What follows belongs to an exercise in optimizing a design on an open flow for small area, a short achievable clock period and few clock cycles per item; a production flow would make more cautious choices. Only simulation tests tie the RTL to the original design; equivalence was not proved.

==> inputs of run a <==
Design hsl_to_rgb_converter_unit, start of the top module:
module hsl_to_rgb_converter_unit #(
  parameter int FRACTION_BITS = hslrgb_pkg::FRACTION_BITS
) (
  input  logic             clk,
  input  logic             rst_n,
  input  logic             in_valid,
  output logic             in_stall,
  input  hslrgb_pkg::hsl_t in_data,
  output logic             out_valid,
  input  logic             out_stall,
  output hslrgb_pkg::rgb_t out_data
);
==> module hsl_to_rgb_converter_unit, before the edit <==
module hsl_to_rgb_converter_unit #(
  parameter int FRACTION_BITS = hslrgb_pkg::FRACTION_BITS
) (
  input  logic             clk,
  input  logic             rst_n,
  input  logic             in_valid,
  output logic             in_stall,
  input  hslrgb_pkg::hsl_t in_data,
  output logic             out_valid,
  input  logic             out_stall,
  output hslrgb_pkg::rgb_t out_data
);
  logic       en;
  logic [3:0] vld_r;
  assign en       = !(vld_r[3] && out_stall);
  assign in_stall = !en;
  always_ff @(posedge clk) begin
    if (!rst_n) begin
      vld_r <= '0;
    end else if (en) begin
      vld_r <= {vld_r[2:0], in_valid};
    end
  end
  logic [11:0] lmin;
  logic        lhi;
  logic [6:0]  hh;
  logic [7:0]  hlo;
  logic [2:0]  sect;
  logic [3:0]  frac_hi;
  logic [11:0] k;
  always_comb begin
    lhi = in_data.lightness[12] | in_data.lightness[11];
    if (in_data.lightness[12])
      lmin = '0;
    else if (in_data.lightness[11])
      lmin = 12'd0 - in_data.lightness[11:0];
    else
      lmin = in_data.lightness[11:0];
    hh  = in_data.hue[14:8];
    hlo = in_data.hue[7:0];
    if (hh >= 7'd90) begin
      sect    = 3'd5;
      frac_hi = 4'd0;
    end else begin
      sect    = 3'(hh / 7'd15);
      frac_hi = 4'(hh % 7'd15);
    end
    if (hh >= 7'd90)
      k = '0;
    else if (sect[0])
      k = {4'd14 - frac_hi, ~hlo} + 12'd1;    
    else
      k = {frac_hi, hlo};                     
  end
  logic [11:0] s0_m_r, s0_k_r;
  logic [5:0]  s0_s1_r, s0_s2_r, s0_s3_r;
  logic [12:0] s0_m3_r;
  logic        s0_sfull_r, s0_lhi_r;
  logic [2:0]  s0_sect_r;
  logic [11:0] cmul;
  logic [12:0] c, lig;
  hslrgb_mul_c u_mul_c (
    .x_i    (s0_m_r),
    .x3_i   (s0_m3_r),
    .s1_i   (s0_s1_r),
    .s2_i   (s0_s2_r),
    .s3_i   (s0_s3_r),
    .prod_o (cmul)
  );
  logic [6:0] k_one, k_two;
  logic [5:0] k_neg;
  hslrgb_booth u_booth (
    .y_i   (s0_k_r),
    .one_o (k_one),
    .two_o (k_two),
    .neg_o (k_neg)
  );
  always_comb begin
    c   = s0_sfull_r ? {s0_m_r, 1'b0} : {1'b0, cmul};
    lig = s0_lhi_r ? (13'd4096 - 13'(s0_m_r)) : 13'(s0_m_r);
  end
  logic [12:0] s1_c_r, s1_l_r;
  logic [6:0]  s1_one_r, s1_two_r;
  logic [5:0]  s1_neg_r;
  logic [2:0]  s1_sect_r;
  logic [15:0] q;
  logic [12:0] m0, peak;
  hslrgb_mul_x u_mul_x (
    .x_i    (s1_c_r),
    .one_i  (s1_one_r),
    .two_i  (s1_two_r),
    .neg_i  (s1_neg_r),
    .prod_o (q)
  );
  always_comb begin
    m0   = s1_l_r - (s1_c_r >> 1);
    peak = s1_l_r + (s1_c_r >> 1) + 13'(s1_c_r[0]);
  end
  logic [15:0] s2_q_r;
  logic [12:0] s2_m_r, s2_p_r;
  logic [2:0]  s2_sect_r;
  logic [12:0] xm;
  logic [12:0] s3_x_r, s3_m_r, s3_p_r;
  logic [2:0]  s3_sect_r;
  hslrgb_div u_div (
    .q_i   (s2_q_r),
    .add_i (s2_m_r),
    .sum_o (xm)
  );
  always_comb begin
    case (s3_sect_r)
      3'd0:    out_data = {s3_p_r, s3_x_r, s3_m_r};
      3'd1:    out_data = {s3_x_r, s3_p_r, s3_m_r};
      3'd2:    out_data = {s3_m_r, s3_p_r, s3_x_r};
      3'd3:    out_data = {s3_m_r, s3_x_r, s3_p_r};
      3'd4:    out_data = {s3_x_r, s3_m_r, s3_p_r};
      default: out_data = {s3_p_r, s3_m_r, s3_x_r};
    endcase
  end
  always_ff @(posedge clk) begin
    if (en) begin
      s0_m_r     <= lmin;
      s0_m3_r    <= 13'(lmin) + {lmin, 1'b0};
      s0_lhi_r   <= lhi;
      for (int i = 0; i < 6; i++) begin
        s0_s1_r[i] <= ~in_data.saturation[2*i+1] &  in_data.saturation[2*i];
        s0_s2_r[i] <=  in_data.saturation[2*i+1] & ~in_data.saturation[2*i];
        s0_s3_r[i] <=  in_data.saturation[2*i+1] &  in_data.saturation[2*i];
      end
      s0_sfull_r <= in_data.saturation[12];
      s0_k_r     <= k;
      s0_sect_r  <= sect;
      s1_c_r     <= c;
      s1_l_r     <= lig;
      s1_one_r   <= k_one;
      s1_two_r   <= k_two;
      s1_neg_r   <= k_neg;
      s1_sect_r  <= s0_sect_r;
      s2_q_r     <= q;
      s2_m_r     <= m0;
      s2_p_r     <= peak;
      s2_sect_r  <= s1_sect_r;
      s3_x_r     <= xm;
      s3_m_r     <= s2_m_r;
      s3_p_r     <= s2_p_r;
      s3_sect_r  <= s2_sect_r;
    end
  end
  assign out_valid = vld_r[3];
endmodule
clock: 7.0 ns
lec_check: 0
abc_area: 1
cap_margin: 20
core_margin: 2
core_utilization: 40
place_density: 0.6
setup_slack_margin: 2.0
slew_margin: 20
standard.sh (not shown) runs the stock make flow with config.mk's settings and CLKGATE_MAP_FILE= SYNTH_SCRIPT=/design/flow/synth_recipe.tcl, a recipe that flattens the netlist after the stock synthesis.
==> flow/flow/run.sh <==
#!/bin/bash
# The standard layout (the standard.sh: ORFS synthesis to finish) with two
# changes that keep the design and its registers as the standard synthesis
# makes them:
#  - after synthesis, flow/invopt.py removes inverters around full adders
#    (a full adder of inverted inputs gives inverted outputs), a purely
#    combinational rewrite of the netlist;
#  - the port buffers use the smallest plain buffer instead of the delay
#    buffer buffer_ports picks by default. Every port is still buffered.
set -euo pipefail
RES=orfs/results/${FLOW_PLATFORM:-sky130hd}/hsl_to_rgb_converter_unit/base
bash standard.sh synth > standard_synth.log 2>&1
cp $RES/1_2_yosys.v yosys_netlist_orig.v
if python3 flow/invopt.py yosys_netlist_orig.v yosys_netlist_opt.v > invopt.log 2>&1; then
  cp yosys_netlist_opt.v $RES/1_2_yosys.v
  rm -f $RES/1_synth.odb $RES/1_synth.sdc
fi
bash standard.sh "BUFFER_PORTS_ARGS=-buffer_cell sky130_fd_sc_hd__buf_1" finish > standard_flow.log 2>&1
Other scripts of this flow, unchanged in this note and not shown: flow/flow/invopt.py
==> inputs of run b, as changes to run a <==
--- a/flow/design.v
+++ b/flow/design.v
@@ -1607,6 +1607,5 @@
   logic [2:0]  s2_sect_r;
   logic [12:0] xm;
-  logic [12:0] s3_x_r, s3_m_r, s3_p_r;
-  logic [2:0]  s3_sect_r;
+  hslrgb_pkg::rgb_t out_r, out_nxt;
   hslrgb_div u_div (
     .q_i   (s2_q_r),
@@ -1615,11 +1614,11 @@
   );
   always_comb begin
-    case (s3_sect_r)
-      3'd0:    out_data = {s3_p_r, s3_x_r, s3_m_r};
-      3'd1:    out_data = {s3_x_r, s3_p_r, s3_m_r};
-      3'd2:    out_data = {s3_m_r, s3_p_r, s3_x_r};
-      3'd3:    out_data = {s3_m_r, s3_x_r, s3_p_r};
-      3'd4:    out_data = {s3_x_r, s3_m_r, s3_p_r};
-      default: out_data = {s3_p_r, s3_m_r, s3_x_r};
+    case (s2_sect_r)
+      3'd0:    out_nxt = {s2_p_r, xm,     s2_m_r};
+      3'd1:    out_nxt = {xm,     s2_p_r, s2_m_r};
+      3'd2:    out_nxt = {s2_m_r, s2_p_r, xm};
+      3'd3:    out_nxt = {s2_m_r, xm,     s2_p_r};
+      3'd4:    out_nxt = {xm,     s2_m_r, s2_p_r};
+      default: out_nxt = {s2_p_r, s2_m_r, xm};
     endcase
   end
@@ -1647,10 +1646,8 @@
       s2_p_r     <= peak;
       s2_sect_r  <= s1_sect_r;
-      s3_x_r     <= xm;
-      s3_m_r     <= s2_m_r;
-      s3_p_r     <= s2_p_r;
-      s3_sect_r  <= s2_sect_r;
+      out_r      <= out_nxt;
     end
   end
   assign out_valid = vld_r[3];
+  assign out_data  = out_r;
 endmodule
- SETUP_SLACK_MARGIN: 2.0 -> 1.9
==> inputs of run c, as changes to run a <==
--- a/flow/design.v
+++ b/flow/design.v
@@ -1607,6 +1607,5 @@
   logic [2:0]  s2_sect_r;
   logic [12:0] xm;
-  logic [12:0] s3_x_r, s3_m_r, s3_p_r;
-  logic [2:0]  s3_sect_r;
+  hslrgb_pkg::rgb_t out_r, out_nxt;
   hslrgb_div u_div (
     .q_i   (s2_q_r),
@@ -1615,11 +1614,11 @@
   );
   always_comb begin
-    case (s3_sect_r)
-      3'd0:    out_data = {s3_p_r, s3_x_r, s3_m_r};
-      3'd1:    out_data = {s3_x_r, s3_p_r, s3_m_r};
-      3'd2:    out_data = {s3_m_r, s3_p_r, s3_x_r};
-      3'd3:    out_data = {s3_m_r, s3_x_r, s3_p_r};
-      3'd4:    out_data = {s3_x_r, s3_m_r, s3_p_r};
-      default: out_data = {s3_p_r, s3_m_r, s3_x_r};
+    case (s2_sect_r)
+      3'd0:    out_nxt = {s2_p_r, xm,     s2_m_r};
+      3'd1:    out_nxt = {xm,     s2_p_r, s2_m_r};
+      3'd2:    out_nxt = {s2_m_r, s2_p_r, xm};
+      3'd3:    out_nxt = {s2_m_r, xm,     s2_p_r};
+      3'd4:    out_nxt = {xm,     s2_m_r, s2_p_r};
+      default: out_nxt = {s2_p_r, s2_m_r, xm};
     endcase
   end
@@ -1647,10 +1646,8 @@
       s2_p_r     <= peak;
       s2_sect_r  <= s1_sect_r;
-      s3_x_r     <= xm;
-      s3_m_r     <= s2_m_r;
-      s3_p_r     <= s2_p_r;
-      s3_sect_r  <= s2_sect_r;
+      out_r      <= out_nxt;
     end
   end
   assign out_valid = vld_r[3];
+  assign out_data  = out_r;
 endmodule
- CORE_UTILIZATION: 40 -> 50
- PLACE_DENSITY: 0.6 -> 0.65
- SETUP_SLACK_MARGIN: 2.0 -> 2.2
==> inputs of run d, as changes to run a <==
--- a/flow/design.v
+++ b/flow/design.v
@@ -1607,6 +1607,5 @@
   logic [2:0]  s2_sect_r;
   logic [12:0] xm;
-  logic [12:0] s3_x_r, s3_m_r, s3_p_r;
-  logic [2:0]  s3_sect_r;
+  hslrgb_pkg::rgb_t out_r, out_nxt;
   hslrgb_div u_div (
     .q_i   (s2_q_r),
@@ -1615,11 +1614,11 @@
   );
   always_comb begin
-    case (s3_sect_r)
-      3'd0:    out_data = {s3_p_r, s3_x_r, s3_m_r};
-      3'd1:    out_data = {s3_x_r, s3_p_r, s3_m_r};
-      3'd2:    out_data = {s3_m_r, s3_p_r, s3_x_r};
-      3'd3:    out_data = {s3_m_r, s3_x_r, s3_p_r};
-      3'd4:    out_data = {s3_x_r, s3_m_r, s3_p_r};
-      default: out_data = {s3_p_r, s3_m_r, s3_x_r};
+    case (s2_sect_r)
+      3'd0:    out_nxt = {s2_p_r, xm,     s2_m_r};
+      3'd1:    out_nxt = {xm,     s2_p_r, s2_m_r};
+      3'd2:    out_nxt = {s2_m_r, s2_p_r, xm};
+      3'd3:    out_nxt = {s2_m_r, xm,     s2_p_r};
+      3'd4:    out_nxt = {xm,     s2_m_r, s2_p_r};
+      default: out_nxt = {s2_p_r, s2_m_r, xm};
     endcase
   end
@@ -1647,10 +1646,8 @@
       s2_p_r     <= peak;
       s2_sect_r  <= s1_sect_r;
-      s3_x_r     <= xm;
-      s3_m_r     <= s2_m_r;
-      s3_p_r     <= s2_p_r;
-      s3_sect_r  <= s2_sect_r;
+      out_r      <= out_nxt;
     end
   end
   assign out_valid = vld_r[3];
+  assign out_data  = out_r;
 endmodule
- PLACE_DENSITY: 0.6 -> 0.5
==> run notes <==
	run a	run b	run d	run c
Result of the run	complete, no violations	complete, no violations	complete, no violations	complete, no violations
Top layer in use	met5	met4	met4	met4
Tmin final	4.778 ns	4.949 ns	4.812 ns	4.688 ns
Final net count	2,322	2,289	2,294	2,292
Number of standard cells after synthesis	1,897	1,885	1,885	1,885
Die boundary width	214.7 microns	213.5 microns	213.5 microns	191.4 microns
Clock sink count	198	195	195	195
Worst skew pair latency	0.46 ns	0.49 ns	0.49 ns	0.46 ns
Slack of the worst reg-to-reg path	2.22 ns	2.05 ns	2.19 ns	2.31 ns
Cell area after technology mapping	17,760 sq um	17,560 sq um	17,560 sq um	17,560 sq um
Setup Slack @ Placement	1.908 ns	2.028 ns	2.019 ns	2.047 ns
Routed length per instance	16.96 microns	17.56 microns	18.06 microns	17.77 microns
Wire length of the first global-routing pass	70,760 microns	71,270 microns	73,270 microns	69,950 microns
Number of global-route vias before repair	13,352	13,489	13,437	13,536
DRT Wirelength	44,210 microns	45,090 microns	46,460 microns	43,370 microns
Mean area per synthesized cell	9.363 sq um	9.313 sq um	9.313 sq um	9.313 sq um
Vias	13,817	13,908	13,780	13,856
Total area of sequential cells	5906 sq um	5816 sq um	5816 sq um	5816 sq um
Testbench counts of run a, summed over its fixed seeds: cycles 8,032, items 8,000.
Testbench counts of run b, summed over its fixed seeds: cycles 8,032, items 8,000.
Testbench counts of run c, summed over its fixed seeds: cycles 8,032, items 8,000.
Testbench counts of run d, summed over its fixed seeds: cycles 8,032, items 8,000.

## afterwards: timing with drivers on the ports
The flow's constraints put no driver on any port. The routed layouts listed below were extracted and timed again, unchanged, in two steps.
Step 1 assumes that a clkbuf_16 drives the clock port and a buf_2 every other input.
Step 2 moves the port delays by t, midway between the first and last clock arrival at a register: inputs arrive t later, outputs are due t later. That takes back most of the time a late clock gives input paths.
a / b / c = no drivers / after step 1 / after step 2; a / b = the first two.
| run | shift t [ns] | setup WS [ns] | clock arrival spread, ns | slew at the worst register clock pin (ns) |
|---|---|---|---|---|
| run a | 0.510 | 2.222 / 2.222 / 2.222 | 0.014 / 0.014 | 0.09 / 0.09 |
| run b | 0.532 | 2.051 / 2.051 / 2.051 | 0.016 / 0.016 | 0.08 / 0.08 |
| run c | 0.505 | 2.312 / 2.312 / 2.263 | 0.018 / 0.018 | 0.08 / 0.08 |
| run d | 0.536 | 2.188 / 2.188 / 2.188 | 0.019 / 0.019 | 0.08 / 0.08 |
After both steps every run listed still meets setup and hold. For run c, which loses most, drivers alone change the setup slack by 0.000 ns; drivers and shift together by -0.049 ns.
